Context: an optimization exercise on an open-source flow, tuned for small area, a short achievable clock period and few clock cycles per item. The choices shown serve that exercise and are no tape-out recipe. RTL that was checked went through simulation tests only; none was proved equivalent to the original. Only the layout flow was run in run 1; the RTL was not checked for function there. The flow treats the clock pin as an ideal source, which a real chip does not have. Power and IR drop assume default switching activity.

--- flow/config.mk ---
export PLATFORM = sky130hd
export DESIGN_NAME = sorted_priority_queue_unit
export DESIGN_NICKNAME = sorted_priority_queue_unit
export VERILOG_FILES = /design/flow/design.v
export SDC_FILE = /design/flow/constraint.sdc
export NUM_CORES = 4
export LEC_CHECK = 0
export CAP_MARGIN = 20
export CORE_MARGIN = 2
export CORE_UTILIZATION = 65
export SETUP_SLACK_MARGIN = 3.0
export SLEW_MARGIN = 20
export TNS_END_PERCENT = 5
--- flow/constraint.sdc ---
create_clock -name core_clock -period 5.5 [get_ports {clock}]
set_input_delay 1.1000 -clock core_clock [delete_from_list [all_inputs] [get_ports {clock}]]
set_output_delay 1.1000 -clock core_clock [all_outputs]
set_load 0.01 [all_outputs]
--- flow/design.v ---
`default_nettype none
package spq_pkg;
   localparam int CAPACITY  = 16;
   localparam int TAG_WIDTH = 16;
   localparam int TAG_IN_W    = 16;
   localparam int PRIO_W      = 32;
   localparam int STATUS_W    = 2;
   localparam int COUNT_OUT_W = 5;
   localparam int STORED_TAG_W = (TAG_WIDTH < TAG_IN_W) ? TAG_WIDTH : TAG_IN_W;
   localparam int ADDR_W = $clog2(CAPACITY);
   localparam int CNT_W  = $clog2(CAPACITY + 1);
   localparam logic [CNT_W-1:0] CAP_CNT = CNT_W'(CAPACITY);
   localparam logic ACT_ENQ = 1'b0;
   localparam logic ACT_DEQ = 1'b1;
   localparam logic [STATUS_W-1:0] STATUS_OK    = 2'd0;
   localparam logic [STATUS_W-1:0] STATUS_EMPTY = 2'd1;
   localparam logic [STATUS_W-1:0] STATUS_FULL  = 2'd2;
endpackage
`default_nettype wire
`default_nettype none
import spq_pkg::*;
module sorted_priority_queue_unit (
   input  wire logic                   clock,
   input  wire logic                   reset,
   input  wire logic                   req_valid,
   output wire logic                   req_ready,
   input  wire logic                   req_action,
   input  wire logic [15:0]            req_item_tag,
   input  wire logic [31:0]            req_priority,
   output wire logic                   rsp_valid,
   input  wire logic                   rsp_ready,
   output wire logic [15:0]            rsp_out_tag,
   output wire logic [31:0]            rsp_out_priority,
   output wire logic                   rsp_out_valid,
   output wire logic [1:0]             rsp_status,
   output wire logic [4:0]             rsp_entry_count
);
   localparam int N = CAPACITY;
   logic                    z_valid;
   logic                    z_act;
   logic [STORED_TAG_W-1:0] z_tag;
   logic [PRIO_W-1:0]       z_prio;
   logic                    a_valid;
   logic                    a_act;
   logic [STORED_TAG_W-1:0] a_tag;
   logic [PRIO_W-1:0]       a_prio;
   logic                    b_enq_ok;
   logic                    b_deq_ok;
   logic [STORED_TAG_W-1:0] b_tag;
   logic [PRIO_W-1:0]       b_prio;
   logic [N-1:0]            b_cmp;
   logic                    b_cmp_x;
   logic [CNT_W-1:0]        b_pcnt;
   logic                    p_enq;
   logic                    p_deq;
   logic [N-1:0]            p_ge;
   logic [CNT_W-1:0]        cnt;
   logic                    o_valid;
   logic                    o_found;
   logic [STATUS_W-1:0]     o_status;
   logic [COUNT_OUT_W-1:0]  o_count;
   logic [TAG_IN_W-1:0]     o_tag;
   logic [PRIO_W-1:0]       o_prio;
   logic [PRIO_W-1:0]       s_prio [N];
   logic [STORED_TAG_W-1:0] s_tag  [N];
   logic move, take, o_free, a_free;
   logic [N-1:0] p_hold, p_new, p_left, p_right;
   logic [N-1:0] sel_hold, sel_new, sel_left, sel_right;
   logic [N-1:0] cmp, ge;
   logic cmp_x, a_enq_ok, a_deq_ok, a_full, a_empty;
   logic [STATUS_W-1:0] a_status;
   logic [CNT_W-1:0] a_cnt;
   assign req_ready = !z_valid;
   assign take      = req_valid && !z_valid;
   assign o_free    = !o_valid || rsp_ready;
   assign move      = a_valid && o_free;
   assign a_free    = !a_valid || o_free;
   always_comb begin
      for (int i = 0; i < N; i++) begin
         cmp[i] = s_prio[i] >= a_prio;
      end
      cmp_x    = b_prio >= a_prio;
      a_full   = cnt == CAP_CNT;
      a_empty  = cnt == '0;
      a_enq_ok = a_act == ACT_ENQ && !a_full;
      a_deq_ok = a_act == ACT_DEQ && !a_empty;
      a_status = (a_act == ACT_ENQ && a_full) ? STATUS_FULL :
                 ((a_act == ACT_DEQ && a_empty) ? STATUS_EMPTY : STATUS_OK);
      a_cnt    = a_enq_ok ? cnt + CNT_W'(1) : (a_deq_ok ? cnt - CNT_W'(1) : cnt);
   end
   always_comb begin
      for (int i = 0; i < N; i++) begin
         p_right[i] = p_deq;
         p_new[i]   = p_enq && !p_ge[i] && (i == 0 || p_ge[(i + N - 1) % N]);
         p_left[i]  = p_enq && !p_ge[i] && (i != 0 && !p_ge[(i + N - 1) % N]);
         p_hold[i]  = !(p_right[i] || p_new[i] || p_left[i]);
      end
      for (int i = 0; i < N; i++) begin
         ge[i] = ((p_hold[i] && b_cmp[i])
                  || (p_new[i] && b_cmp_x)
                  || (p_left[i] && i > 0 && b_cmp[(i + N - 1) % N])
                  || (p_right[i] && i < N - 1 && b_cmp[(i + 1) % N]))
                 && CNT_W'(i) < b_pcnt;
      end
      for (int i = 0; i < N; i++) begin
         sel_right[i] = b_deq_ok;
         sel_new[i]   = b_enq_ok && !ge[i] && (i == 0 || ge[(i + N - 1) % N]);
         sel_left[i]  = b_enq_ok && !ge[i] && (i != 0 && !ge[(i + N - 1) % N]);
         sel_hold[i]  = !(sel_right[i] || sel_new[i] || sel_left[i]);
      end
   end
   logic [PRIO_W-1:0]       h_prio;
   logic [STORED_TAG_W-1:0] h_tag;
   always_comb begin
      h_prio = ({PRIO_W{sel_hold[0]}} & s_prio[0])
             | ({PRIO_W{sel_new[0]}}  & b_prio)
             | ({PRIO_W{sel_right[0]}} & s_prio[1]);
      h_tag  = ({STORED_TAG_W{sel_hold[0]}} & s_tag[0])
             | ({STORED_TAG_W{sel_new[0]}}  & b_tag)
             | ({STORED_TAG_W{sel_right[0]}} & s_tag[1]);
   end
   always_ff @(posedge clock) begin
      for (int i = 0; i < N; i++) begin
         s_prio[i] <= ({PRIO_W{sel_hold[i]}} & s_prio[i])
                    | ({PRIO_W{sel_new[i]}}  & b_prio)
                    | ({PRIO_W{sel_left[i]}} & s_prio[(i + N - 1) % N])
                    | ({PRIO_W{sel_right[i] && i < N - 1}} & s_prio[(i + 1) % N]);
         s_tag[i]  <= ({STORED_TAG_W{sel_hold[i]}} & s_tag[i])
                    | ({STORED_TAG_W{sel_new[i]}}  & b_tag)
                    | ({STORED_TAG_W{sel_left[i]}} & s_tag[(i + N - 1) % N])
                    | ({STORED_TAG_W{sel_right[i] && i < N - 1}} & s_tag[(i + 1) % N]);
      end
   end
   always_ff @(posedge clock) begin
      if (reset) begin
         z_valid <= 1'b0;
         a_valid <= 1'b0;
         b_enq_ok <= 1'b0;
         b_deq_ok <= 1'b0;
         o_valid <= 1'b0;
         cnt     <= '0;
      end else begin
         if (z_valid) begin
            if (a_free) z_valid <= 1'b0;
         end else if (take && !a_free) begin
            z_valid <= 1'b1;
         end
         if (z_valid || take) begin
            if (a_free) a_valid <= 1'b1;
         end else if (move) begin
            a_valid <= 1'b0;
         end
         b_enq_ok <= move && a_enq_ok;
         b_deq_ok <= move && a_deq_ok;
         if (move) o_valid <= 1'b1;
         else if (rsp_ready) o_valid <= 1'b0;
         if (move) cnt <= a_cnt;
      end
      if (take && !a_free) begin
         z_act  <= req_action;
         z_tag  <= req_item_tag[STORED_TAG_W-1:0];
         z_prio <= req_priority;
      end
      if (a_free) begin
         if (z_valid) begin
            a_act  <= z_act;
            a_tag  <= z_tag;
            a_prio <= z_prio;
         end else begin
            a_act  <= req_action;
            a_tag  <= req_item_tag[STORED_TAG_W-1:0];
            a_prio <= req_priority;
         end
      end
      if (move) begin
         o_tag    <= a_deq_ok ? TAG_IN_W'(h_tag) : '0;
         o_prio   <= a_deq_ok ? h_prio : '0;
         o_found  <= a_deq_ok;
         o_status <= a_status;
         o_count  <= COUNT_OUT_W'(a_cnt);
      end
      b_tag   <= a_tag;
      b_prio  <= a_prio;
      b_cmp   <= cmp;
      b_cmp_x <= cmp_x;
      b_pcnt  <= cnt;
      p_enq   <= b_enq_ok;
      p_deq   <= b_deq_ok;
      p_ge    <= ge;
   end
   assign rsp_valid        = o_valid;
   assign rsp_out_tag      = o_tag;
   assign rsp_out_priority = o_prio;
   assign rsp_out_valid    = o_found;
   assign rsp_status       = o_status;
   assign rsp_entry_count  = o_count;
endmodule
`default_nettype wire
--- flow/standard.sh ---
#!/bin/bash
# synth_recipe.tcl (not shown) runs the flow's synth.tcl, then flattens the netlist and writes it again
# the make line also repeats each setting of config.mk as NAME=value (left out here)
make -C /OpenROAD-flow-scripts/flow DESIGN_CONFIG=/design/flow/config.mk WORK_HOME=/design/flow/orfs CLKGATE_MAP_FILE= SYNTH_SCRIPT=/design/flow/synth_recipe.tcl "${@:-finish}"
--- flow/flow/run.sh ---
#!/bin/bash
# Layout flow: the standard flow, with the port buffers made from
# sky130_fd_sc_hd__buf_4 instead of the delay buffer buffer_ports picks by
# default, so that repair can size them. Synthesis is the standard one.
set -euo pipefail
bash standard.sh synth > synth.log 2>&1
bash standard.sh "BUFFER_PORTS_ARGS=-buffer_cell sky130_fd_sc_hd__buf_4" finish > layout.log 2>&1
==> out/qor.yml, run 1 <==
p_per_area_nw_per_um2: 306
die-height_um: 295
met1_length_um: 74600
grt_usage_pct: 39.5
reg2reg_to: "b_cmp[1]"
ant_nets: 0
insertion_delay_ns: 0.72
clockRootBuffer: "clkbuf_16"
synth_most_common_cell: "nand2_1"
p_leak_nw: 27.7
clock_path_buffers: 3
nNetsFinal: 6382
syn_area_um2: 55200
hold_class: "reg -> reg"
relSlewSlack_pct: 35.0
drv_cap: 0
grt_pass1_vias: 44732
core_um2: 83800
drt-wirelength-per-cell_um: 25.7
cts.clk_slew.worst_paths_ns: 0.06
slew_violations: 0
seq_area_frac_synth_pct: 39.8
yosysWarnings: 3
floorplan.initialDensity_pct: 65.8
synth_edf_count: 154
ys.flop_type: "dfxtp_1"
hp-start: "a_tag[1]"
dp.cells: 6633
required_ns: 6.16
timing.final.crit_share_pct: 50.5
dr.pass1.iters: 8
fmax_ghz: 0.360
clock_sinks: 1020
cts_max_level: 3
fp.dieW_um: 295
worst_pin_slew_ns: 0.974
fin_setup_tns_ns: 0
async_reset_ff_share_pct: 0
gp_congestion: 0.941
stdcell_count: 7011
ir_worst_vdd_uv: 279
drt-initial-drc-count: 5289
io_buffers: 110
syn_to_final_growth_pct: 13.5
r2r-start: "a_prio[7]"
syn-num-nets: 6399
layout-drive-gt1-share_pct: 12.9
vias: 48549
top_layer: "met5"
drt-vias-per-instance: 6.92
fin_skew_ns: 0.0224
final-hold-violation-count: 0
grt_max_degree: 181
drc: 0
wl_met2_um: 77900
placement_rows: 106
yosysTopAreaCell: "dfxtp_1"
synth_common_cells: "nand2_1 (1013), dfxtp_1 (866), ha_1 (546)"
wl_met3_um: 17900
synth_area_leaders: "dfxtp_1 (31%), ha_1 (12%), edfxtp_1 (8.4%)"
dp.final_hpwl_um: 110000
critical_path_class: "reg -> reg"
totalWireLength_um: 180000
critPathArrivalTime_ns: 3.44
reg2reg_depth: 8
ys_seq_elements: 1020
ios: 111
cts_tree: "done"
whs_endpoint: "b_tag[1]"
gr-total-overflow: 0
crit_fanout: 7
netlist_instances: 5800
rsz0062_at_grt: "yes"
grt_antenna_before_repair: 3
synth_top_area_share_pct: 31.4
hold_depth: 0
worstSetupStartpointType: "flip-flop"
cp-end-kind: "flip-flop"
setup_viol: 0
status: "timing/DRC/antenna clean"
grt_pass1_wl_um: 268000
synth_cell_types: 73
die_area_um2: 87200
postCtsHoldBufs: 0
r2r_slack_ns: 2.72
cts_made_buffers: 108
postSynthAreaPerCell_um2: 9.51
period_needed_ns: 2.78
[what timing repair did]
action / in CTS / in global routing
endpoints found under the setup margin: 800 / 766
pin swaps: 23 / 39
gates resized for setup: 133 / 98
gates cloned: 14 / 5
buffers inserted: 103 / 51
[worst max-delay path: stages, from the launching register on]
cell and delay, ns:
edfxtp_1 0.40, clkinvlp_4 0.24, buf_4 0.20, ha_1 0.29
nand2_1 0.11, o21ai_0 0.68, o21ai_1 0.22, o211ai_1 0.31
a311o_1 0.27
[flip-flops by register name, summed over array words and instances, names as in the netlist, 2 cells and up]
signal    flops
o_prio       32
b_prio       32
b_tag        16
o_tag        16
p_ge         16
b_pcnt        5
s_tag       256
a_tag        16
o_status      2
cnt           5
o_count       5
s_prio      512
z_tag        16
z_prio       32
b_cmp        16
a_prio       32
[logic make-up (layout without fill, tap and decap cells)]
kind of cell | after synthesis | count (layout) | synth area share (%)
compound gates | 1765 | 1768 | 23.9
xor+xnor | 4 | 4 | 0.0635
fa+ha+maj | 546 | 546 | 12.4
buf+inv | 585 | 645 | 4.25
flops | 1020 | 1020 | 39.8
mux | 445 | 445 | 8.18
other cells | 0 | 1 | 0
simple gates | 1435 | 1448 | 11.4
[how the worst max path moves through the flow]
stage | from | to | slack [ns] | cells after the start
final | a_prio[7] | b_cmp[1] | 2.72 | 8
after global routing | cnt[0] | cnt[0] | 2.75 | 10
after CTS | a_prio[31] | b_cmp[4] | 2.79 | 9
after detailed placement | p_deq | s_tag[9][5] | 1.91 | 8
after global placement | p_deq | s_tag[9][10] | 1.95 | 8
after floorplan | rsp_ready | z_act | 2.25 | 3
[layout by cell type (no fill, tap or decap), types with 25 or more instances in the layout]
cell type	count
ha_1	537
clkinvlp_4	33
a221o_1	195
inv_1	50
edfxtp_1	154
mux2i_1	396
o21ai_0	305
a211oi_1	27
nand2_1	1003
nand3_1	27
nor2b_1	25
buf_4	298
mux2_2	49
clkbuf_1	28
dfxtp_1	858
buf_12	29
a21oi_1	161
clkbuf_16	111
o221ai_1	339
nand3b_1	55
a21o_1	174
nand2b_1	32
and2_1	49
nor2_1	76
nand4_1	79
a22o_1	145
a22oi_1	288
[metal layers]
metal  global-route usage [%]  vias up
met2                     59.4     2450
met5                        0        -
met1                     53.4    23657
li1                         -    21981
met4                     19.6        6
met3                     8.81      455
[area by class of cell]
cell class / count / area (µm²)
multi-input combinational: 4211 / 32000
sequential: 1020 / 22000
fill: 6128 / 21200
timing repair buffer: 357 / 3240
clock buffer: 152 / 3040
tap: 1134 / 1420
clock inverter: 51 / 482
inverter: 84 / 419
timing repair inverter: 1 / 7.51
antenna: 1 / 2.50
[where the power goes]
group,internal (mW),total [mW],switching [mW]
registers,8.22,9.01,0.794
clock network,4.06,7.29,3.22
logic,1.31,2.88,1.57
total,13.6,19.2,5.59
[per-stage QoR]
step	setup WS, ns	hold slack, ns	power [mW]	utilization, %	area (µm²)
floorplan	2.25	0.323	10.7	-	55200
global placement	1.95	0.324	11.5	67.4	56500
detailed placement	1.91	0.328	11.6	67.4	56500
CTS	2.79	0.336	19.0	73.4	61600
global route	2.75	0.344	19.9	74.7	62600
finish	2.72	0.337	19.2	74.7	62600
==> run 2, diff against run 1 <==
--- a/flow/design.v
+++ b/flow/design.v
@@ -36,10 +36,6 @@
    output wire logic [4:0]             rsp_entry_count
 );
    localparam int N = CAPACITY;
-   logic                    z_valid;
-   logic                    z_act;
-   logic [STORED_TAG_W-1:0] z_tag;
-   logic [PRIO_W-1:0]       z_prio;
    logic                    a_valid;
    logic                    a_act;
    logic [STORED_TAG_W-1:0] a_tag;
@@ -70,11 +66,11 @@
    logic cmp_x, a_enq_ok, a_deq_ok, a_full, a_empty;
    logic [STATUS_W-1:0] a_status;
    logic [CNT_W-1:0] a_cnt;
-   assign req_ready = !z_valid;
-   assign take      = req_valid && !z_valid;
    assign o_free    = !o_valid || rsp_ready;
    assign move      = a_valid && o_free;
    assign a_free    = !a_valid || o_free;
+   assign req_ready = a_free;
+   assign take      = req_valid && a_free;
    always_comb begin
       for (int i = 0; i < N; i++) begin
          cmp[i] = s_prio[i] >= a_prio;
@@ -133,44 +129,24 @@
    end
    always_ff @(posedge clock) begin
       if (reset) begin
-         z_valid <= 1'b0;
          a_valid <= 1'b0;
          b_enq_ok <= 1'b0;
          b_deq_ok <= 1'b0;
          o_valid <= 1'b0;
          cnt     <= '0;
       end else begin
-         if (z_valid) begin
-            if (a_free) z_valid <= 1'b0;
-         end else if (take && !a_free) begin
-            z_valid <= 1'b1;
-         end
-         if (z_valid || take) begin
-            if (a_free) a_valid <= 1'b1;
-         end else if (move) begin
-            a_valid <= 1'b0;
-         end
+         if (take) a_valid <= 1'b1;
+         else if (move) a_valid <= 1'b0;
          b_enq_ok <= move && a_enq_ok;
          b_deq_ok <= move && a_deq_ok;
          if (move) o_valid <= 1'b1;
          else if (rsp_ready) o_valid <= 1'b0;
          if (move) cnt <= a_cnt;
       end
-      if (take && !a_free) begin
-         z_act  <= req_action;
-         z_tag  <= req_item_tag[STORED_TAG_W-1:0];
-         z_prio <= req_priority;
-      end
       if (a_free) begin
-         if (z_valid) begin
-            a_act  <= z_act;
-            a_tag  <= z_tag;
-            a_prio <= z_prio;
-         end else begin
-            a_act  <= req_action;
-            a_tag  <= req_item_tag[STORED_TAG_W-1:0];
-            a_prio <= req_priority;
-         end
+         a_act  <= req_action;
+         a_tag  <= req_item_tag[STORED_TAG_W-1:0];
+         a_prio <= req_priority;
       end
       if (move) begin
          o_tag    <= a_deq_ok ? TAG_IN_W'(h_tag) : '0;
--- a/flow/config.mk
+++ b/flow/config.mk
@@ -8,6 +8,7 @@
 export CAP_MARGIN = 20
 export CORE_MARGIN = 2
 export CORE_UTILIZATION = 65
+export CTS_BUF_LIST = sky130_fd_sc_hd__clkbuf_8
 export SETUP_SLACK_MARGIN = 3.0
 export SLEW_MARGIN = 20
 export TNS_END_PERCENT = 5
==> out/qor.yml, run 2 <==
critical_path_class: "reg -> reg"
worstSetupStartpointType: "flip-flop"
critPathArrivalTime_ns: 3.59  # +0.15 ns
ant_nets: 0  # unchanged
drt-vias-per-instance: 6.89  # -0.47%
synth_top_area_share_pct: 32.5  # +1.1 points
drc: 0  # unchanged
fin_skew_ns: 0.0512  # +0.0288 ns
die_area_um2: 84300  # -3.4%
clock_path_buffers: 3  # unchanged
p_per_area_nw_per_um2: 325  # +6.1%
vias: 47604  # -1.9%
grt_max_degree: 200  # +10%
largest_reg_flops: 512  # unchanged
cp-end-kind: "flip-flop"
cts_max_level: 4  # +1
yosysWarnings: 3  # unchanged
power_mw: 19.5  # +1.6%
placement_rows: 105  # -0.94%
reg_top3: "s_prio: 512 flops, s_tag: 256 flops"
seq_area_frac_synth_pct: 38.4  # -1.4 points
relSlewSlack_pct: 29.4  # -5.7 points
slew_violations: 0  # unchanged
yosysTopAreaCell: "dfxtp_1"
mostFrequentLayoutCell: "nand2_1"
syn_area_um2: 53300  # -3.4%
ir_worst_vdd_uv: 288  # +3.1%
synth_most_common_cell: "nand2_1"
drv_cap: 0  # unchanged
nNetsFinal: 6299  # -1.3%
wl_met2_um: 75700  # -2.9%
met1_length_um: 73800  # -1.1%
cts.clk_slew.worst_paths_ns: 0.06  # about the same
period_needed_ns: 2.78  # +0.00282 ns
clockRootBuffer: "clkbuf_8"
cts_tree: "done"
multi_input_area_um2: 31200  # -2.5%
stdcell_count: 6907  # -1.5%
grt_pass1_vias: 43668  # -2.4%
ff_latch_area_um2: 20500  # -6.7%
ios: 111  # unchanged
ys_seq_elements: 970  # -4.9%
timing.final.crit_share_pct: 50.6  # +0.051 points
postCtsHoldBufs: 0  # unchanged
cts_made_buffers: 164  # +52%
drt-initial-drc-count: 5382  # +1.8%
gr-total-overflow: 0  # unchanged
worst_pin_slew_ns: 1.06  # +0.0849 ns
async_reset_ff_share_pct: 0  # unchanged
ys.flop_type: "dfxtp_1"
syn-num-nets: 6300  # -1.5%
totalWireLength_um: 177000  # -2.0%
final-hold-violation-count: 0  # unchanged
io_buffers: 110  # unchanged
fmax_ghz: 0.360  # -0.10%
synth_cell_types: 71  # -2.7%
layout-drive-gt1-share_pct: 12.5  # -0.42 points
fillers: 6156  # +0.46%
grt_pass1_wl_um: 255000  # -4.9%
dp.cells: 6449  # -2.8%
grt_usage_pct: 37.9  # -1.5 points
wl_met3_um: 18600  # +4.1%
status: "timing/DRC/antenna clean"
synth_edf_count: 105  # -32%
top_register: "s_prio"
insertion_delay_ns: 0.90  # +0.18 ns
hold_class: "reg -> reg"
fin_setup_tns_ns: 0  # unchanged
floorplan.initialDensity_pct: 65.3  # -0.50 points
postSynthAreaPerCell_um2: 9.35  # -1.7%
top_layer: "met5"
syn_to_final_growth_pct: 12.4
p_leak_nw: 26.8  # -3.3%
clock_sinks: 970  # -4.9%
synth_area_leaders: "dfxtp_1 (32%), ha_1 (13%), mux2i_1 (8.5%)"
synth_common_cells: "nand2_1 (1030), dfxtp_1 (865), ha_1 (546)"
crit_fanout: 4  # -3
dr.pass1.iters: 9  # +1
fp.dieW_um: 290  # -1.7%
gp_congestion: 0.899  # -4.4%
core_um2: 81600  # -2.7%
rsz0062_at_grt: "yes"
required_ns: 6.31  # +0.15 ns
final_cell_mix: "nand2_1 (1020), dfxtp_1 (846), ha_1 (541), mux2i_1 (453), o221ai_1 (393)"
drt-wirelength-per-cell_um: 25.6  # -0.50%
dp.final_hpwl_um: 107000  # -3.3%
grt_antenna_before_repair: 6  # +3
die-height_um: 290  # -1.7%
setup_viol: 0  # unchanged
netlist_instances: 5701  # -1.7%
run 2: changes by cell type after synthesis, moves of 54 or more:
cell / change
a22oi_1: -112
nor3_1: +55
mux2i_1: +57
a21o_1: -73
o221ai_1: +54
run 2: critical path, stage by stage, from the launching register on:
cell and delay (ns):
edfxtp_1 0.39, clkinvlp_4 0.14, buf_4 0.18, buf_4 0.16, ha_1 0.27, nand2_1 0.04
o21ai_0 0.68, nand4_1 0.36, a31o_2 0.39, nand3_1 0.11
run 2: logic make-up after synthesis:
group	synth area share [%]
buffers and inverters	4.82
xor gates and xnor gates	0.0658
adders and majority gates	12.8
AOI/OAI and AO/OA	22.8
muxes	8.51
DFF	38.4
and+or+nand+nor	12.5
run 2: power by group:
part           total [mW]  switching, mW  internal (mW)
clock network        6.71           3.19           3.52
logic                3.64           1.96           1.68
registers            9.13           1.06           8.07
total                19.5           6.21           13.3
run 2: through the flow:
stage | cell area (µm²) | util (%) | setup slack (ns) | hold WS [ns]
CTS | 58900 | 72.2 | 2.76 | 0.335
finish | 59900 | 73.4 | 2.72 | 0.341
floorplan | 53300 | - | 2.76 | 0.323
global route | 59900 | 73.4 | 2.73 | 0.349
detailed placement | 54200 | 66.5 | 1.84 | 0.327
global placement | 54200 | 66.5 | 1.91 | 0.326
run 2: layout make-up:
| type | instances | area share (%) |
|---|---|---|
| Antenna cell | 2 | 0.00835 |
| Clock buffer | 201 | 4.62 |
| Clock inverter | 100 | 0.986 |
| Inverter | 115 | 0.898 |
| Multi-Input combinational cell | 4129 | 52.1 |
| Sequential cell | 970 | 34.2 |
| Tap cell | 1070 | 2.23 |
| Timing Repair Buffer | 320 | 4.96 |
run 2: path summary, 6_finish.rpt:
kind	startpoint	to	slack (ns)	cells after the start
setup / recovery	a_prio[2]	b_cmp[3]	2.72	9
hold / removal	a_tag[8]	b_tag[8]	0.34	0
setup reg to reg	a_prio[2]	b_cmp[3]	2.72	9
hold reg to reg	a_tag[8]	b_tag[8]	0.34	0
run 2: repair_timing:
action,in CTS,in global routing
buffers inserted,88,49
setup endpoints to repair,820,785
pin swaps,14,26
cloned,6,12
resized for setup,95,94
run 2: per-layer routing:
metal  GRT usage (%)  up-vias
met4            17.4        4
met5               0        -
met3            8.09      460
li1                -    21670
met2            57.1     2524
met1            52.1    22946
Testbench counts of run 2, summed over its fixed seeds: cycles 4,816, items 4,800.
==> run 3, diff against run 2 <==
--- a/flow/config.mk
+++ b/flow/config.mk
@@ -7,7 +7,7 @@
 export LEC_CHECK = 0
 export CAP_MARGIN = 20
 export CORE_MARGIN = 2
-export CORE_UTILIZATION = 65
+export CORE_UTILIZATION = 75
 export CTS_BUF_LIST = sky130_fd_sc_hd__clkbuf_8
 export SETUP_SLACK_MARGIN = 3.0
 export SLEW_MARGIN = 20
==> out/qor.yml, run 3 <==
drt-wirelength-per-cell_um: 26.4  # +3.4%
relSlewSlack_pct: 29.3  # -0.041 points
synth_most_common_cell: "nand2_1"
slowest_stage: "a21oi_1"
p_leak_nw: 26.6  # -0.40%
critPathArrivalTime_ns: 3.60  # about the same
grt_usage_pct: 44.1  # +6.2 points
drc: 0  # unchanged
reg2reg_depth: 8  # -1
ys.flop_type: "dfxtp_1"
cts_made_buffers: 157  # -4.3%
clockRootBuffer: "clkbuf_8"
die_area_um2: 73200  # -13%
fin_setup_tns_ns: 0  # unchanged
use_met2_pct: 65.7  # +8.6 points
layout-drive-gt1-share_pct: 12.0  # -0.45 points
clock_path_buffers: 3  # unchanged
clock_sinks: 970  # unchanged
final-hold-violation-count: 0  # unchanged
ys_seq_elements: 970  # unchanged
gp_congestion: 0.938  # +4.3%
drt-initial-drc-count: 7983  # +48%
cts_tree: "done"
insertion_delay_ns: 0.87  # -0.03 ns
synth_area_leaders: "dfxtp_1 (32%), ha_1 (13%), mux2i_1 (8.5%)"
synth_cell_types: 71  # unchanged
mostFrequentLayoutCell: "nand2_1"
core_um2: 70100  # -14%
met3_usage_pct: 13.6  # +5.5 points
period_needed_ns: 2.88  # +0.0958 ns
postSynthAreaPerCell_um2: 9.35  # unchanged
required_ns: 6.22  # -0.09 ns
die-height_um: 271  # -6.8%
fmax_ghz: 0.348  # -3.3%
totalWireLength_um: 179000  # +1.2%
async_reset_ff_share_pct: 0  # unchanged
dp.final_hpwl_um: 103000  # -3.2%
ir_worst_vdd_uv: 337  # +17%
gr-total-overflow: 0  # unchanged
seq_area_frac_synth_pct: 38.4  # unchanged
cp_common_cell: "a21oi_1"
grt_max_degree: 188  # -6.0%
io_buffers: 110  # unchanged
worst_slack_ns: 2.62  # -0.0958 ns
grt_antenna_before_repair: 6  # unchanged
crit_fanout: 8  # +4
dr.pass1.iters: 7  # -2
cts_max_level: 4  # unchanged
p_per_area_nw_per_um2: 324  # -0.32%
slew_violations: 0  # unchanged
use_met1_pct: 56.5  # +4.4 points
status: "timing/DRC/antenna clean"
reg_top3: "s_prio: 512 flops, s_tag: 256 flops"
syn_to_final_growth_pct: 11.5
synth_common_cells: "nand2_1 (1030), dfxtp_1 (865), ha_1 (546)"
cp_top_family: "compound AO/OA/AOI/OAI gates"
final_cell_mix: "nand2_1 (1019), dfxtp_1 (847), ha_1 (543), mux2i_1 (453), o221ai_1 (392)"
cp-end-kind: "flip-flop"
fin_skew_ns: 0.0515  # +0.000247 ns
r2r_slack_ns: 2.62  # -0.10 ns
floorplan.initialDensity_pct: 76.0  # +11 points
placement_rows: 97  # -7.6%
timing.final.crit_share_pct: 52.3  # +1.7 points
crit_start: "a_prio[0]"
pre_cts_slack_ns: 2.12  # +0.279 ns
crit_cells: 8  # -1
largest_reg_flops: 512  # unchanged
ios: 111  # unchanged
fp.dieW_um: 271  # -6.8%
netlist_instances: 5701  # unchanged
worstSetupStartpointType: "flip-flop"
path_cells: "buf_4 > ha_1 > nand2b_1 > a21oi_1 > o21ai_0 > a21oi_1 > a21oi_2 > a211o_1"
critPathBufInv: 1  # -2
postCtsHoldBufs: 0  # unchanged
nNetsFinal: 6283  # -0.25%
critical_path_class: "reg -> reg"
hold_depth: 0  # unchanged
synth_top_area_share_pct: 32.5  # unchanged
top_register: "s_prio"
top_usage_layer: "met2"
grt_pass1_vias: 45897  # +5.1%
syn_area_um2: 53300  # unchanged
grt_pass1_wl_um: 257000  # +1.0%
ant_nets: 0  # unchanged
synth_edf_count: 105  # unchanged
cts.clk_slew.worst_paths_ns: 0.06  # about the same
hold_class: "reg -> reg"
reg2reg_to: "b_cmp[6]"
setup_viol: 0  # unchanged
cpPeakStageDelay_ns: 0.69  # about the same
worst_pin_slew_ns: 1.06  # -0.000831 ns
endpoint: "b_cmp[6]"
vias: 49881  # +4.8%
syn-num-nets: 6300  # unchanged
r2r-start: "a_prio[0]"
yosysTopAreaCell: "dfxtp_1"
drt-vias-per-instance: 7.38  # +7.1%
drv_cap: 0  # unchanged
yosysWarnings: 3  # unchanged
rsz0062_at_grt: "yes"
## run 3: cell counts after synthesis
Identical to the previous run, type by type.
## run 3: report_power, final
group	total [mW]	switching [mW]	internal, mW	leakage, nW
Sequential	9.13	1.06	8.07	8.12
Clock	6.33	3.15	3.18	1.85
Combinational	3.79	2.10	1.69	16.7
Total	19.3	6.31	12.9	26.6
## run 3: what timing repair did
item	4_1_cts	5_1_grt
endpoints found under the setup margin	853	807
setup buffers	85	43
cloned	8	9
pin swaps	12	20
gates resized for setup	84	113
hold endpoints to repair	0	0
## run 3: how the worst min path moves through the flow
stage	startpoint	end
finish	a_tag[8]	b_tag[8]
global route	a_tag[1]	b_tag[1]
CTS	a_tag[8]	b_tag[8]
detailed placement	a_tag[13]	b_tag[13]
global placement	a_tag[13]	b_tag[13]
floorplan	a_tag[0]	b_tag[0]
## run 3: cells by family (layout without fill, tap and decap cells)
| family | after synthesis | count (layout) | share of synthesized area, % |
|---|---|---|---|
| compound gates | 1606 | 1610 | 22.8 |
| simple gates | 1508 | 1515 | 12.5 |
| flops | 970 | 970 | 38.4 |
| buf+inv | 614 | 714 | 4.82 |
| fa+ha+maj | 546 | 546 | 12.8 |
| mux | 453 | 453 | 8.51 |
| xor+xnor | 4 | 4 | 0.0658 |
| other cells | 0 | 6 | 0 |
## run 3: area by class of cell
class / count / area (µm²)
diodes: 6 / 15.0
repair buffers: 311 / 2830
repair inverters: 1 / 7.51
flip-flops and latches: 970 / 20500
inverters: 115 / 544
clock inverters: 100 / 563
well taps: 940 / 1180
fillers: 4107 / 10700
clock buffers: 187 / 2570
multi-input cells: 4128 / 31200
## run 3: worst reg2reg max path: stages, from the launching register on
cell and delay (ns):
edfxtp_1 0.38, buf_4 0.19, ha_1 0.29, nand2b_1 0.17
a21oi_1 0.25, o21ai_0 0.23, a21oi_1 0.69, a21oi_2 0.25
a211o_1 0.32
## run 3: metal layers
| metal | wire length, µm | share of wire [%] | vias up |
|---|---|---|---|
| li1 | - | - | 21639 |
| met1 | 66600 | 37 | 23677 |
| met2 | 75800 | 42 | 3677 |
| met3 | 24200 | 14 | 880 |
| met4 | 12000 | 6.7 | 8 |
| met5 | 41 | 0.023 | - |
## run 3: metrics by stage
step                total power [mW]  util, %  cells  hold WS [ns]  cell area, µm²
global placement                12.2     77.0   6320         0.325           54000
finish                          19.3     84.7   6758         0.335           59400
detailed placement              12.4     77.0   6320         0.327           54000
CTS                             18.7     83.2   6700         0.338           58300
floorplan                       11.3        -   5701         0.323           53300
global route                    20.0     84.7   6753         0.351           59400
==> run 4, diff against run 3 <==
--- a/flow/design.v
+++ b/flow/design.v
@@ -40,6 +40,8 @@
    logic                    a_act;
    logic [STORED_TAG_W-1:0] a_tag;
    logic [PRIO_W-1:0]       a_prio;
+   logic [PRIO_W-1:0]       a_prio_n;    
+   logic                    a_room;      
    logic                    b_enq_ok;
    logic                    b_deq_ok;
    logic [STORED_TAG_W-1:0] b_tag;
@@ -69,13 +71,13 @@
    assign o_free    = !o_valid || rsp_ready;
    assign move      = a_valid && o_free;
    assign a_free    = !a_valid || o_free;
-   assign req_ready = a_free;
+   assign req_ready = a_room || rsp_ready;
    assign take      = req_valid && a_free;
    always_comb begin
       for (int i = 0; i < N; i++) begin
-         cmp[i] = s_prio[i] >= a_prio;
+         cmp[i] = s_prio[i] >= ~a_prio_n;
       end
-      cmp_x    = b_prio >= a_prio;
+      cmp_x    = b_prio >= ~a_prio_n;
       a_full   = cnt == CAP_CNT;
       a_empty  = cnt == '0;
       a_enq_ok = a_act == ACT_ENQ && !a_full;
@@ -133,6 +135,7 @@
          b_enq_ok <= 1'b0;
          b_deq_ok <= 1'b0;
          o_valid <= 1'b0;
+         a_room  <= 1'b1;
          cnt     <= '0;
       end else begin
          if (take) a_valid <= 1'b1;
@@ -141,12 +144,14 @@
          b_deq_ok <= move && a_deq_ok;
          if (move) o_valid <= 1'b1;
          else if (rsp_ready) o_valid <= 1'b0;
+         a_room <= !(take || (a_valid && !move)) || !(move || (o_valid && !rsp_ready));
          if (move) cnt <= a_cnt;
       end
       if (a_free) begin
          a_act  <= req_action;
          a_tag  <= req_item_tag[STORED_TAG_W-1:0];
-         a_prio <= req_priority;
+         a_prio   <= req_priority;
+         a_prio_n <= ~req_priority;
       end
       if (move) begin
          o_tag    <= a_deq_ok ? TAG_IN_W'(h_tag) : '0;
==> out/qor.yml, run 4 <==
status: "timing/DRC/antenna clean"
whs_endpoint: "b_tag[10]"
placement_rows: 98  # +1.0%
layout-drive-gt1-share_pct: 9.54  # -2.5 points
clockRootBuffer: "clkbuf_8"
die-height_um: 272  # +0.40%
clock_path_buffers: 3  # unchanged
p_per_area_nw_per_um2: 332  # +2.3%
core_um2: 71200  # +1.6%
hold_class: "reg -> reg"
insertion_delay_ns: 0.84  # -0.03 ns
cp-end-kind: "flip-flop"
cts_made_buffers: 164  # +4.5%
power_mw: 19.6  # +1.8%
stdcell_count: 6800  # +0.62%
yosysTopAreaCell: "dfxtp_1"
final-hold-violation-count: 0  # unchanged
totalWireLength_um: 163000  # -8.8%
rsz0062_at_grt: "yes"
drc: 0  # unchanged
gr-total-overflow: 0  # unchanged
required_ns: 6.26  # +0.04 ns
vias: 47895  # -4.0%
utilization_pct: 82.9  # -1.8 points
synth_most_common_cell: "nand2_1"
use_met2_pct: 67.3  # +1.6 points
multi_input_area_um2: 30700  # -1.5%
cts.clk_slew.worst_paths_ns: 0.06  # about the same
netlist_instances: 5733  # +0.56%
synth_common_cells: "nand2_1 (1228), dfxtp_1 (866), ha_1 (546)"
crit_fanout: 16  # +8
top_register: "s_prio"
postSynthAreaPerCell_um2: 9.37  # +0.26%
clock_sinks: 1003  # +3.4%
clock_power_share_pct: 33.5  # +0.6 points
syn_area_um2: 53700  # +0.82%
dp.final_hpwl_um: 103000  # about the same
timing.final.crit_share_pct: 54.4  # +2.0 points
hold_depth: 0  # unchanged
p_int_mw: 13.4  # +3.6%
die_area_um2: 73800  # +0.81%
grt_usage_pct: 42.7  # -1.4 points
ff_latch_area_um2: 21500  # +4.7%
p_seq_share_pct: 48.8  # +1.4 points
drv_cap: 0  # unchanged
worstSetupStartpointType: "flip-flop"
postCtsHoldBufs: 0  # unchanged
io_buffers: 110  # unchanged
ios: 111  # unchanged
ir_worst_vdd_uv: 262  # -22%
combPwrFrac_pct: 17.7  # -2.0 points
gp_congestion: 0.943  # +0.48%
mostFrequentLayoutCell: "nand2_1"
critPathArrivalTime_ns: 3.75  # +0.15 ns
relSlewSlack_pct: 26.8  # -2.5 points
switching_share_pct: 31.6  # -1.2 points
largest_reg_flops: 512  # unchanged
dp.cells: 6441  # +1.9%
drt-initial-drc-count: 6209  # -22%
critical_path_class: "reg -> reg"
synth_edf_count: 137  # +30%
hp-start: "a_tag[10]"
synth_cell_types: 73  # +2.8%
seq_area_frac_synth_pct: 39.9  # +1.5 points
reg_top3: "s_prio: 512 flops, s_tag: 256 flops"
ys_seq_elements: 1003  # +3.4%
fp.dieW_um: 272  # +0.40%
period_needed_ns: 2.99  # +0.112 ns
drt-wirelength-per-cell_um: 24.0  # -9.4%
syn_to_final_growth_pct: 9.98
fillers: 4459  # +8.6%
grt_antenna_before_repair: 7  # +1
ys.flop_type: "dfxtp_1"
top_usage_layer: "met2"
r2r_slack_ns: 2.51  # -0.11 ns
r2r-start: "a_prio_n[0]"
synth_area_leaders: "dfxtp_1 (32%), ha_1 (13%), mux2i_1 (9.1%)"
setup_viol: 0  # unchanged
syn-num-nets: 6332  # +0.51%
grt_max_degree: 208  # +11%
use_met1_pct: 54.2  # -2.3 points
yosysWarnings: 3  # unchanged
grt_pass1_vias: 45574  # -0.70%
synth_top_area_share_pct: 32.3  # -0.23 points
met3_usage_pct: 10.1  # -3.4 points
dr.pass1.iters: 8  # +1
fin_skew_ns: 0.0394  # -0.0120 ns
ant_nets: 0  # unchanged
slew_violations: 0  # unchanged
drt-vias-per-instance: 7.04  # -4.6%
stdcell_area_um2: 59100  # -0.55%
async_reset_ff_share_pct: 0  # unchanged
fmax_ghz: 0.335  # -3.7%
worst_pin_slew_ns: 1.10  # +0.0384 ns
grt_pass1_wl_um: 252000  # -2.1%
netSwitchingPower_mw: 6.20  # -1.8%
fin_setup_tns_ns: 0  # unchanged
final_cell_mix: "nand2_1 (1222), dfxtp_1 (859), ha_1 (545), mux2i_1 (486), o221ai_1 (385)"
p_leak_nw: 26.5  # -0.68%
cts_tree: "done"
reg2reg_depth: 10  # +2
reg2reg_to: "b_cmp[14]"
cts_max_level: 4  # unchanged
place_area_um2: 54900  # +1.5%
nNetsFinal: 6310  # +0.43%
floorplan.initialDensity_pct: 75.4  # -0.55 points
run 4: cell count changes in the layout (fill, tap and decap cells not counted), sizes merged, moves of 24 or more:
cell / delta
nand3: +24
mux2i: +33
nand3b: -46
a22oi: +207
nor3: -40
buf: -68
clkinvlp: -25
o21ai: -146
nand2: +196
a211oi: +30
a221o: -140
edfxtp: +32
a22o: -51
nor2: +54
run 4: power by group through the flow:
| stage | Sequential, mW | Combinational, mW | Clock [mW] |
|---|---|---|---|
| floorplan | 9.24 | 2.40 | 0 |
| global placement | 9.59 | 3.02 | 0 |
| detailed placement | 9.63 | 3.20 | 0 |
| CTS | 9.48 | 3.34 | 6.58 |
| global route | 9.64 | 3.88 | 6.90 |
| finish | 9.56 | 3.47 | 6.57 |
run 4: final cells by class:
class	count	share of cell area (%)
tap	950	2.01
inverter	72	0.470
clock inverter	102	0.972
sequential	1003	36.3
antenna	3	0.0127
timing repair buffer	239	3.53
clock buffer	200	4.66
multi-input combinational	4231	52.0
run 4: cells by family (layout without fill, tap and decap cells):
logic type               after synthesis  after routing  share of synthesized area, %
flip-flops                          1003           1003                          39.9
buffers and inverters                506            613                          4.00
XOR/XNOR                               4              4                        0.0652
other                                  0              3                             0
adder cells (fa/ha/maj)              546            546                          12.7
AO/OA/AOI/OAI                       1504           1505                          21.1
AND/OR/NAND/NOR                     1682           1688                          13.1
multiplexers                         488            488                          9.10
run 4: worst max-delay path: stages, from the launching register on:
cell,delay [ns]
edfxtp_1,0.31
inv_1,0.05
buf_8,0.12
buf_12,0.14
ha_1,0.27
nand2b_1,0.12
a31oi_1,0.14
o31ai_1,0.63
a21oi_1,0.20
o21ai_0,0.67
a41o_1,0.27
run 4: metal layers:
metal  share of wire (%)  vias to the layer above
met2                  46                     2674
met1                  39                    23054
met3                  11                      564
met5              0.0080                        -
met4                 5.0                        2
li1                    -                    21601
run 4: per-stage QoR:
stage	worst slack, ns	hold WS, ns
final	2.51	0.337
after CTS	2.59	0.337
after global placement	1.76	0.323
after floorplan	2.80	0.323
after global routing	2.53	0.340
after detailed placement	1.93	0.327
run 4: worst max path at each step:
stage	end	slack [ns]	start
floorplan	o_count[0]	2.80	rsp_ready
global placement	b_cmp[4]	1.76	a_prio_n[0]
detailed placement	b_cmp[4]	1.93	a_prio_n[0]
CTS	s_prio[4][30]	2.59	b_enq_ok
global route	s_tag[10][10]	2.53	b_pcnt[1]
finish	b_cmp[14]	2.51	a_prio_n[0]
run 4: repair_timing:
item | 4_1_cts | 5_1_grt
gates resized for setup | 44 | 39
endpoints found under the hold margin | 0 | 0
pin swaps | 12 | 8
gates cloned | 5 | 2
setup buffers | 17 | 30
endpoints found under the setup margin | 869 | 743
Testbench counts of run 4, summed over its fixed seeds: cycles 4,816, items 4,800.
==> run 5, diff against run 4 <==
==> flow/flow/run.sh (replaced) <==
#!/bin/bash
# Layout flow: the standard flow (standard synthesis unchanged) with two
# changes to the layout steps:
#  - the port buffers are sky130_fd_sc_hd__buf_4 instead of the delay buffer
#    buffer_ports picks by default, so that repair can size them;
#  - flow/post_cts.tcl runs one more setup repair after clock tree synthesis.
# Each call's full output goes to its own log in this folder; ORFS also keeps
# per-step logs under orfs/logs.
set -euo pipefail
here=$(pwd)
bash standard.sh synth > synth.log 2>&1
bash standard.sh "BUFFER_PORTS_ARGS=-buffer_cell sky130_fd_sc_hd__buf_4" \
  "POST_CTS_TCL=$here/flow/post_cts.tcl" finish > layout.log 2>&1
==> flow/flow/post_cts.tcl (new file) <==
# Extra setup repair after clock tree synthesis. The standard CTS step repairs
# timing only with same-footprint cell swaps; this pass may resize freely,
# buffer and clone, then legalizes the placement again.
estimate_parasitics -placement
repair_timing -setup -setup_margin $::env(SETUP_SLACK_MARGIN) -repair_tns 100 -max_passes 20
detailed_placement
estimate_parasitics -placement
--- a/flow/config.mk
+++ b/flow/config.mk
@@ -7,8 +7,7 @@
 export LEC_CHECK = 0
 export CAP_MARGIN = 20
 export CORE_MARGIN = 2
-export CORE_UTILIZATION = 75
-export CTS_BUF_LIST = sky130_fd_sc_hd__clkbuf_8
+export CORE_UTILIZATION = 65
 export SETUP_SLACK_MARGIN = 3.0
 export SLEW_MARGIN = 20
 export TNS_END_PERCENT = 5
==> out/qor.yml, run 5 <==
yosysTopAreaCell: "dfxtp_1"
ant_nets: 0  # unchanged
postSynthAreaPerCell_um2: 9.37  # unchanged
reg_top3: "s_prio: 512 flops, s_tag: 256 flops"
die_area_um2: 85000  # +15%
cts.clk_slew.worst_paths_ns: 0.06  # about the same
synth_common_cells: "nand2_1 (1228), dfxtp_1 (866), ha_1 (546)"
synth_top_area_share_pct: 32.3  # unchanged
syn_area_um2: 53700  # unchanged
yosysWarnings: 3  # unchanged
netSwitchingPower_mw: 6.19  # -0.16%
clock_power_share_pct: 35.9  # +2.4 points
placement_rows: 105  # +7.1%
cts_tree: "done"
syn-num-nets: 6332  # unchanged
mostFrequentLayoutCell: "nand2_1"
combPwrFrac_pct: 17.3  # -0.4 points
final_cell_mix: "nand2_1 (1222), dfxtp_1 (849), ha_1 (544), mux2i_1 (486), o221ai_1 (385)"
vias: 46950  # -2.0%
drv_cap: 0  # unchanged
stdcell_area_um2: 60100  # +1.6%
io_buffers: 110  # unchanged
setup_viol: 0  # unchanged
syn_to_final_growth_pct: 11.8
ys.flop_type: "dfxtp_1"
synth_edf_count: 137  # unchanged
relSlewSlack_pct: 21.3  # -5.5 points
ys_seq_elements: 1003  # unchanged
synth_top_family_by_area: "compound AO/OA/AOI/OAI gates"
fin_skew_ns: 0.0420  # +0.00257 ns
crit_fanout: 2  # -14
clock_sinks: 1003  # unchanged
fmax_ghz: 0.378  # +13%
fillers: 6192  # +39%
floorplan.initialDensity_pct: 65.5  # -9.9 points
synth_most_common_cell: "nand2_1"
drt-wirelength-per-cell_um: 24.8  # +3.4%
timing.final.crit_share_pct: 48.1  # -6.2 points
synth.area.mux_share_pct: 9.10  # unchanged
dp.final_hpwl_um: 108000  # +4.1%
top_register: "s_prio"
place_area_um2: 55000  # +0.30%
grt_pass1_vias: 44001  # -3.5%
rsz0062_at_grt: "yes"
critical_path_class: "in -> out"
nNetsFinal: 6293  # -0.27%
grt_usage_pct: 38.9  # -3.8 points
async_reset_ff_share_pct: 0  # unchanged
synth_area_leaders: "dfxtp_1 (32%), ha_1 (13%), mux2i_1 (9.1%)"
gr-total-overflow: 0  # unchanged
utilization_pct: 73.3  # -9.7 points
period_needed_ns: 2.65  # -0.341 ns
hold_class: "reg -> reg"
synth-simple-area-share_pct: 13.1  # unchanged
worstSetupStartpointType: "input pin"
grt_antenna_before_repair: 9  # +2
required_ns: 4.40  # -1.86 ns
critPathBufInv: 2  # -1
dr.pass1.iters: 10  # +2
worst_pin_slew_ns: 1.18  # +0.0837 ns
netlist_instances: 5733  # unchanged
critPathArrivalTime_ns: 1.55  # -2.20 ns
grt_max_degree: 250  # +20%
p_int_mw: 14.2  # +6.0%
seq_area_frac_synth_pct: 39.9  # unchanged
synth_xor_area_share_pct: 0.0652  # unchanged
slowest_stage: "or2_4"
layout-drive-gt1-share_pct: 9.90  # +0.36 points
core_um2: 82000  # +15%
ir_worst_vdd_uv: 322  # +23%
p_leak_nw: 26.5  # about the same
top_usage_layer: "met2"
gp_congestion: 0.904  # -4.1%
slew_violations: 0  # unchanged
switching_share_pct: 30.3  # -1.3 points
cp_top_family: "simple AND/OR/NAND/NOR gates"
met3_usage_pct: 7.79  # -2.3 points
die-height_um: 292  # +7.3%
fin_setup_tns_ns: 0  # unchanged
synthAdderAreaFrac_pct: 12.7  # unchanged
path_cells: "buf_8 > or2_4 > buf_6"
grt_pass1_wl_um: 261000  # +3.7%
cpPeakStageDelay_ns: 0.23  # -0.44 ns
use_met2_pct: 59.6  # -7.7 points
largest_reg_flops: 512  # unchanged
final-hold-violation-count: 0  # unchanged
drc: 0  # unchanged
ios: 111  # unchanged
drt-vias-per-instance: 6.85  # -2.8%
fp.dieW_um: 292  # +7.3%
synth-compound-area-share_pct: 21.1  # unchanged
insertion_delay_ns: 0.70  # -0.14 ns
totalWireLength_um: 170000  # +4.2%
drt-initial-drc-count: 5475  # -12%
use_met1_pct: 53.5  # -0.74 points
synth_cell_types: 73  # unchanged
p_per_area_nw_per_um2: 340  # +2.4%
status: "timing/DRC/antenna clean"
cp-end-kind: "output pin"
p_seq_share_pct: 46.8  # -2.0 points
run 5: per-layer routing:
metal | up-vias | share of wire [%] | wire length [µm]
met5 | - | 0.046 | 78
met4 | 12 | 4.3 | 7310
met3 | 376 | 10 | 17500
met2 | 2402 | 44 | 73900
met1 | 22630 | 42 | 71100
li1 | 21530 | - | -
run 5: layout make-up:
class | instances | area, µm² | area share (%)
diodes | 1 | 2.50 | 0.00417
well taps | 1070 | 1340 | 2.23
inverters | 72 | 282 | 0.469
clock inverters | 48 | 524 | 0.873
clock buffers | 150 | 3010 | 5.01
repair buffers | 275 | 2420 | 4.04
multi-input cells | 4237 | 31000 | 51.6
flip-flops and latches | 1003 | 21500 | 35.8
run 5: power groups by stage:
stage	combinational (mW)	clock, mW	sequential [mW]
2_1_floorplan	2.40	0	9.24
3_3_place_gp	3.07	0	9.63
3_5_place_dp	3.21	0	9.65
5_1_grt	3.96	7.65	9.64
6_report	3.54	7.31	9.54
run 5: cell families (layout without fill, tap and decap cells):
kind of cell	after synthesis	count (layout)
flops	1003	1003
xor+xnor	4	4
other cells	0	1
fa+ha+maj	546	546
mux	488	488
compound gates	1504	1508
buf+inv	506	545
simple gates	1682	1691
run 5: per-stage QoR:
step           hold slack (ns)  cells  worst slack (ns)  power (mW)
6_report                 0.336   6856              2.85        20.4
5_1_grt                  0.348   6855              2.83        21.2
3_5_place_dp             0.327   6563              2.05        12.9
3_3_place_gp             0.324   6562              1.58        12.7
2_1_floorplan            0.323   5733              2.80        11.6
run 5: worst paths after layout:
check	from	end	slack (ns)	cells past startpoint
setup / recovery	rsp_ready	req_ready	2.85	3
hold / removal	a_tag[10]	b_tag[10]	0.34	0
setup reg to reg	b_enq_ok	s_tag[4][0]	2.88	8
hold reg to reg	a_tag[10]	b_tag[10]	0.34	0
==> run 6, diff against run 5 <==
--- a/flow/config.mk
+++ b/flow/config.mk
@@ -8,6 +8,7 @@
 export CAP_MARGIN = 20
 export CORE_MARGIN = 2
 export CORE_UTILIZATION = 65
+export CTS_BUF_LIST = sky130_fd_sc_hd__clkbuf_8
 export SETUP_SLACK_MARGIN = 3.0
 export SLEW_MARGIN = 20
 export TNS_END_PERCENT = 5
==> out/qor.yml, run 6 <==
fp.dieW_um: 292  # unchanged
yosysWarnings: 3  # unchanged
die_area_um2: 85000  # unchanged
top_register: "s_prio"
stdcell_area_um2: 60000  # about the same
syn_area_um2: 53700  # unchanged
clock_sinks: 1003  # unchanged
netlist_instances: 5733  # unchanged
fin_setup_tns_ns: 0  # unchanged
core_um2: 82000  # unchanged
cp_top_family: "simple AND/OR/NAND/NOR gates"
ys_seq_elements: 1003  # unchanged
gr-total-overflow: 0  # unchanged
postSynthAreaPerCell_um2: 9.37  # unchanged
required_ns: 4.40  # about the same
cts.clk_slew.worst_paths_ns: 0.06  # about the same
crit_start: "rsp_ready"
ys.flop_type: "dfxtp_1"
placement_rows: 105  # unchanged
ant_nets: 0  # unchanged
syn-num-nets: 6332  # unchanged
async_reset_ff_share_pct: 0  # unchanged
netSwitchingPower_mw: 6.17  # -0.25%
drt-wirelength-per-cell_um: 24.5  # -1.3%
endpoint: "req_ready"
cpPeakStageDelay_ns: 0.23  # about the same
utilization_pct: 73.2  # about the same
layout-drive-gt1-share_pct: 11.0  # +1.1 points
synth_most_common_cell: "nand2_1"
gp_congestion: 0.904  # unchanged
seq_area_frac_synth_pct: 39.9  # unchanged
floorplan.initialDensity_pct: 65.5  # unchanged
timing.final.crit_share_pct: 48.1  # about the same
cp-end-kind: "output pin"
r2r-start: "b_prio[12]"
ir_worst_vdd_uv: 276  # -14%
yosysTopAreaCell: "dfxtp_1"
synth_edf_count: 137  # unchanged
worst_pin_slew_ns: 1.34  # +0.158 ns
reg2reg_depth: 7  # -1
clock_power_share_pct: 33.4  # -2.5 points
p_seq_share_pct: 48.7  # +1.9 points
critPathArrivalTime_ns: 1.55  # about the same
synth_area_leaders: "dfxtp_1 (32%), ha_1 (13%), mux2i_1 (9.1%)"
drt-vias-per-instance: 6.77  # -1.2%
reg2reg_to: "b_cmp_x"
relSlewSlack_pct: 10.8  # -11 points
insertion_delay_ns: 0.86  # +0.16 ns
crit_cells: 3  # unchanged
period_needed_ns: 2.65  # +0.000120 ns
drc: 0  # unchanged
pre_cts_slack_ns: 2.05  # unchanged
final-hold-violation-count: 0  # unchanged
place_area_um2: 55000  # unchanged
synth_common_cells: "nand2_1 (1228), dfxtp_1 (866), ha_1 (546)"
setup_viol: 0  # unchanged
switching_share_pct: 31.5  # +1.1 points
dr.pass1.iters: 8  # -2
synth_top_area_share_pct: 32.3  # unchanged
synth_cell_types: 73  # unchanged
critical_path_class: "in -> out"
p_leak_nw: 26.7  # +1.1%
drt-initial-drc-count: 5788  # +5.7%
hold_class: "reg -> reg"
stdcell_count: 6973  # +1.7%
worstSetupStartpointType: "input pin"
combPwrFrac_pct: 17.9  # +0.6 points
dp.final_hpwl_um: 108000  # unchanged
slew_violations: 0  # unchanged
fmax_ghz: 0.378  # about the same
grt_pass1_wl_um: 261000  # about the same
grt_antenna_before_repair: 9  # unchanged
hold_slack_ns: 0.338  # +0.00140 ns
largest_reg_flops: 512  # unchanged
reg_top3: "s_prio: 512 flops, s_tag: 256 flops"
p_per_area_nw_per_um2: 327  # -3.7%
grt_max_degree: 250  # unchanged
vias: 47198  # +0.53%
path_cells: "buf_8 > or2_4 > buf_6"
dp.cells: 6563  # unchanged
drv_cap: 0  # unchanged
grt_usage_pct: 39.1  # +0.21 points
rsz0062_at_grt: "yes"
power_mw: 19.6  # -3.8%
r2r_slack_ns: 2.88  # about the same
worst_slack_ns: 2.85  # -0.000120 ns
die-height_um: 292  # unchanged
ios: 111  # unchanged
syn_to_final_growth_pct: 11.7  # about the same
slowest_stage: "or2_4"
crit_fanout: 2  # unchanged
final_cell_mix: "nand2_1 (1222), dfxtp_1 (849), ha_1 (544), mux2i_1 (486), o221ai_1 (385)"
fin_skew_ns: 0.0316  # -0.0104 ns
grt_pass1_vias: 44182  # +0.41%
mostFrequentLayoutCell: "nand2_1"
cts_tree: "done"
totalWireLength_um: 171000  # +0.40%
nNetsFinal: 6365  # +1.1%
p_int_mw: 13.5  # -5.3%
io_buffers: 110  # unchanged
critPathBufInv: 2  # unchanged
status: "timing/DRC/antenna clean"
run 6: cell counts after synthesis:
Identical to the previous run, type by type.
run 6: power groups by stage:
stage               Combinational, mW  Clock [mW]  Sequential (mW)
floorplan                        2.40           0             9.24
global placement                 3.07           0             9.63
detailed placement               3.21           0             9.65
global route                     3.95        6.92             9.64
finish                           3.52        6.56             9.55
run 6: layer usage:
metal	vias to the layer above	wire, µm	track usage, %
met5	-	43	0
met4	6	7510	18.0
met3	424	17800	8.76
met2	2458	73800	59.4
met1	22584	71300	52.9
li1	21726	-	-
run 6: cells by family (layout without fill, tap and decap cells):
logic type / after synthesis / count (layout) / share of synthesized area (%)
and+or+nand+nor: 1682 / 1691 / 13.1
muxes: 488 / 488 / 9.10
DFF: 1003 / 1003 / 39.9
AOI/OAI and AO/OA: 1504 / 1507 / 21.1
xor gates and xnor gates: 4 / 4 / 0.0652
other: 0 / 3 / 0
adders and majority gates: 546 / 546 / 12.7
buffers and inverters: 506 / 661 / 4.00
run 6: worst min path at each step:
stage	from	to	slack, ns	cells past startpoint
detailed placement	a_prio[31]	b_prio[31]	0.33	0
finish	a_tag[12]	b_tag[12]	0.34	0
floorplan	a_prio[0]	b_prio[0]	0.32	0
global placement	a_prio[10]	b_prio[10]	0.32	0
global route	a_tag[0]	b_tag[0]	0.35	0
run 6: cell type report:
cell class / instances / area [µm²]
Clock buffer: 201 / 2770
Tap cell: 1070 / 1340
Fill cell: 6239 / 22000
Antenna cell: 3 / 7.51
Sequential cell: 1003 / 21500
Multi-Input combinational cell: 4236 / 31000
Timing Repair Buffer: 286 / 2670
Inverter: 72 / 282
Clock inverter: 102 / 517
run 6: worst reg2reg max path, cell delays in order (launching register included):
cell       delay, ns
dfxtp_1         0.95
ha_1            0.38
nand2_1         0.07
nor2_1          0.06
a21oi_1         0.26
o21ai_0         0.23
a2111oi_1       0.44
o31ai_1         0.12

==> re-timing with driven ports <==
The flow's constraints put no driver on any port. The routed layouts listed below were extracted and timed again, unchanged, in two steps.
Step 1, drivers: a clkbuf_16 drives clock and a buf_2 each remaining input, both assumed.
Step 2 moves the port delays by t, midway between the first and last clock arrival at a register: inputs arrive t later, outputs are due t later. That takes back most of the time a late clock gives input paths.
a / b / c = ideal / step 1 / step 2; a / b = the first two.
run | t (ns) | slack for setup (ns) | worst setup path at the end | slew at the worst register clock pin (ns) | worst data-port slew with drivers (ns)
run 1 | 0.782 | 2.721 / 2.721 / 2.341 | input to register | 0.07 / 0.07 | 0.12
run 2 | 0.952 | 2.718 / 2.685 / 2.339 | input to register | 0.07 / 0.07 | 0.05
run 3 | 0.907 | 2.623 / 2.623 / 1.941 | input to register | 0.07 / 0.07 | 0.05
run 4 | 0.893 | 2.511 / 2.511 / 2.511 | register to register | 0.07 / 0.07 | 0.05
run 5 | 0.749 | 2.852 / 2.805 / 2.489 | input to register | 0.07 / 0.07 | 0.07
run 6 | 0.920 | 2.852 / 2.804 / 2.489 | input to register | 0.07 / 0.07 | 0.07
After both steps every run listed still meets setup and hold. The setup slack of run 3, which loses most, moves by 0.000 ns with the drivers and by -0.682 ns with both steps.
